Background: an optimization exercise with open tools, aiming at small area, a short achievable clock period and few clock cycles per item. Do not read the settings as production practice. Only simulation tests tie the RTL to the original design; equivalence was not proved.

==> trial 73 <==
Design date_difference_days_top, start of the top module:
module date_difference_days_top #(
  parameter int unsigned YEAR_MAX = 9999
) (
  input  logic                      clk_i,
  input  logic                      rst_ni,
  input  logic                      valid_i,
  output logic                      stall_o,
  input  logic [dd_pkg::DAY_W-1:0]   first_day_i,
  input  logic [dd_pkg::MONTH_W-1:0] first_month_i,
  input  logic [dd_pkg::YEAR_W-1:0]  first_year_i,
  input  logic [dd_pkg::DAY_W-1:0]   second_day_i,
  input  logic [dd_pkg::MONTH_W-1:0] second_month_i,
  input  logic [dd_pkg::YEAR_W-1:0]  second_year_i,
  output logic                      valid_o,
  input  logic                      stall_i,
  output logic [dd_pkg::DIFF_W-1:0]  day_difference_o
);
==> flow/config.mk <==
export PLATFORM = sky130hd
export DESIGN_NAME = date_difference_days_top
export DESIGN_NICKNAME = date_difference_days_top
export VERILOG_FILES = /design/flow/design.v
export SDC_FILE = /design/flow/constraint.sdc
export NUM_CORES = 4
export LEC_CHECK = 0
export ABC_CLOCK_PERIOD_IN_PS = 1000
export CAP_MARGIN = 20
export CORE_MARGIN = 2
export CORE_UTILIZATION = 70
export GPL_ROUTABILITY_DRIVEN = 0
export GPL_TIMING_DRIVEN = 0
export SETUP_SLACK_MARGIN = 1.3
export SLEW_MARGIN = 20
==> flow/constraint.sdc <==
create_clock -name core_clock -period 5.5 [get_ports {clk_i}]
set_input_delay 1.1000 -clock core_clock [delete_from_list [all_inputs] [get_ports {clk_i}]]
set_output_delay 1.1000 -clock core_clock [all_outputs]
set_load 0.01 [all_outputs]
standard.sh (not shown) runs the stock make flow with config.mk's settings and CLKGATE_MAP_FILE= SYNTH_SCRIPT=/design/flow/synth_recipe.tcl, a recipe that flattens the netlist after the stock synthesis.
==> flow/flow/run.sh <==
#!/bin/bash
# Standard layout, with the port buffers made of sky130_fd_sc_hd__buf_2 cells instead of the
# buffer_ports default. All output goes to flow.log in the work folder.
set -o pipefail
export BUFFER_PORTS_ARGS="-buffer_cell sky130_fd_sc_hd__buf_2"
bash standard.sh > flow.log 2>&1
==> build 84 (differences from trial 73) <==
--- a/flow/config.mk
+++ b/flow/config.mk
@@ -7,3 +7,3 @@
 export LEC_CHECK = 0
-export ABC_CLOCK_PERIOD_IN_PS = 1000
+export ABC_CLOCK_PERIOD_IN_PS = 4000
 export CAP_MARGIN = 20
@@ -13,3 +13,3 @@
 export GPL_TIMING_DRIVEN = 0
-export SETUP_SLACK_MARGIN = 1.3
+export SETUP_SLACK_MARGIN = 1.1
 export SLEW_MARGIN = 20
==> results by group <==
Outcome
  • Outcome: no timing/DRC/antenna violations

GRT
  • First-pass GRT wire length: 35850 um

Worst setup path
  • CP max stage delay: 510 ps

Layout
  • CLK BUF: 11
-- figures above: build 84

==> results by group <==
GRT
  • First-pass GRT wire length: 36510 um

Layout
  • CLK BUF: 10

Outcome
  • Outcome: no timing/DRC/antenna violations
-- figures above: trial 73

Testbench counts of trial 73, summed over its fixed seeds: cycles 12,016, items 12,000.
Testbench counts of build 84, summed over its fixed seeds: cycles 12,016, items 12,000.

* * *

==> branch amber: inputs <==
Another version of the RTL of date_difference_days_top (not shown whole).
clock: 5.5 ns
lec_check: 0
cap_margin: 20
core_margin: 2
core_utilization: 70
cts_buf_list: sky130_fd_sc_hd__clkbuf_8
cts_cluster_diameter: 100
cts_cluster_size: 30
gpl_routability_driven: 0
gpl_timing_driven: 0
setup_slack_margin: 1.5
slew_margin: 20
synth_hierarchical: 1
synth_minimum_keep_size: 0
Scripts as last shown in full above: flow/flow/run.sh
==> branch tundra: changes against branch amber <==
Settings changed: CORE_UTILIZATION 70 to 80, CTS_BUF_LIST sky130_fd_sc_hd__clkbuf_8 to default, CTS_CLUSTER_DIAMETER 100 to default, CTS_CLUSTER_SIZE 30 to default.
==> branch juniper: changes against branch amber <==
Settings changed: CTS_CLUSTER_DIAMETER 100 to default, CTS_CLUSTER_SIZE 30 to default, SETUP_SLACK_MARGIN 1.5 to 1.7.
==> qor summary <==
| quantity | branch amber | branch tundra | branch juniper |
|---|---|---|---|
| Result of the run | no timing/DRC/antenna violations | no timing/DRC/antenna violations | no timing/DRC/antenna violations |
| Final net count | 1369 | 1369 | 1392 |
| Worst-case setup slack after placement | 899 ps | 880 ps | 936 ps |
| Clk cell area share | 1.78% | 2.20% | 2.02% |
| Via count of the first global-routing pass | 6985 | 7740 | 7004 |
| Reg-to-reg critical path endpoint | ra_q[8] | ra_q[3] | e_q[12] |
| Minimum clock period after layout | 3910 ps | 4100 ps | 3980 ps |
| Crit path max-delay cell type | sky130_fd_sc_hd__fa_1 | sky130_fd_sc_hd__fa_2 | sky130_fd_sc_hd__fa_1 |
| Endpoint arrival time on the critical path | 4050 ps | 4190 ps | 4110 ps |
| Count of buffer and inverter cells on the critical path | 1 | 1 | 2 |
| Non-CTS buffers | 91 | 91 | 114 |
| Detailed-routing wirelength on met1 | 9130 um | 9100 um | 9290 um |
| CP Max Fanout | 5 | 5 | 4 |
| Dpl cells | 1218 | 1207 | 1218 |
| Total Wirelength | 20500 um | 24000 um | 21600 um |
| Via-per-instance ratio | 5.62 | 6.09 | 5.64 |
| Routed vias | 6985 | 7501 | 7131 |
| Final std cell area, no fill | 11700 um2 | 11700 um2 | 12100 um2 |
| Routed wl met3 | 961 um | 1650 um | 892 um |
| Post-DP HPWL | 17100 um | 18300 um | 17200 um |
Testbench counts of branch amber, summed over its fixed seeds: cycles 12,016, items 12,000.
Testbench counts of branch tundra, summed over its fixed seeds: cycles 12,016, items 12,000.
Testbench counts of branch juniper, summed over its fixed seeds: cycles 12,016, items 12,000.

* * *

==> 06-26 <==
date_difference_days_top, a different RTL version from the one above (not shown whole).
export LEC_CHECK = 0
export CAP_MARGIN = 20
export CORE_MARGIN = 2
export CORE_UTILIZATION = 70
export GPL_ROUTABILITY_DRIVEN = 0
export GPL_TIMING_DRIVEN = 0
export SETUP_SLACK_MARGIN = 2.0
export SLEW_MARGIN = 20
export SYNTH_HIERARCHICAL = 1
export SYNTH_MINIMUM_KEEP_SIZE = 0
create_clock -name core_clock -period 5.5 [get_ports {clk_i}]
Scripts as last shown in full above: flow/flow/run.sh
==> 01-16: changes against 06-26 <==
- SETUP_SLACK_MARGIN: 2.0 -> 1.5
==> notes <==
- Of 06-26 and 01-16, 06-26 has the higher non-clock buffer count (gap 62).
- Between 06-26 and 01-16, the lower first-iteration DRC count is in 01-16 (gap 24%, measured against 01-16).
- Of 01-16 and 06-26, 01-16 has the higher clock skew (gap 0.0017 ns).
- In flip-flop and latch count, 01-16 and 06-26 do not differ.
- Critical path depth: 01-16 is lower than 06-26 (1).
- Area after synthesis is the same in 06-26 and 01-16.
==> figures <==
| item | 01-16 | 06-26 |
|---|---|---|
| Worst Reg2Reg Path Length in Cells | 12 | 13 |
| Worst endpoint data arrival time | 4.05 ns | 4.12 ns |
| Sum of buffers and inverters on the critical path | 1 | 3 |
| Fill cell instance count of the final layout | 944 | 656 |
| Non-clock buffers, area share | 0.0528 | 0.0974 |
| Routed via count | 7410 | 8149 |
| Run status | no timing/DRC/antenna violations | no timing/DRC/antenna violations |
| Worst clock skew | 0.0125 ns | 0.0108 ns |
| Worst Tran Pin Value | 0.926 ns | 0.500 ns |
| Startpoint of the worst register-to-register path | m1_q[2] | m1_q[1] |
Testbench counts of 06-26, summed over its fixed seeds: cycles 12,016, items 12,000.
Testbench counts of 01-16, summed over its fixed seeds: cycles 12,016, items 12,000.

==> re-timing with driven ports <==
How much do the figures lean on ideal ports? The routed layouts below were timed once more, with nothing changed but the port constraints.
Step 1 sets driving cells, clkbuf_16 on the clock port and buf_2 on the other inputs (assumed; they add their load-dependent delay and slew).
Step 2 also shifts input and output timing later by t, the mid clock arrival at the registers, as if the neighbouring blocks saw the same clock.
Three values: no drivers, after step 1, after step 2; two values: the first two.
run	shift t [ns]	slack for setup (ns)	worst register clock-pin slew, ns	pins driven straight from the clock port
trial 73	0.382	1.045 / 1.052 / 0.671	0.07 / 0.07	1
build 84	0.397	1.050 / 1.052 / 0.655	0.07 / 0.07	1
branch amber	0.421	1.587 / 1.558 / 1.186	0.10 / 0.10	1
branch tundra	0.393	1.396 / 1.420 / 1.028	0.06 / 0.06	1
branch juniper	0.418	1.523 / 1.495 / 1.076	0.10 / 0.10	1
06-26	0.404	1.500 / 1.507 / 1.103	0.08 / 0.08	1
01-16	0.397	1.522 / 1.525 / 1.141	0.07 / 0.07	1
After both steps every run listed still meets setup and hold. The setup slack of branch juniper, which loses most, moves by -0.028 ns with the drivers and by -0.447 ns with both steps.
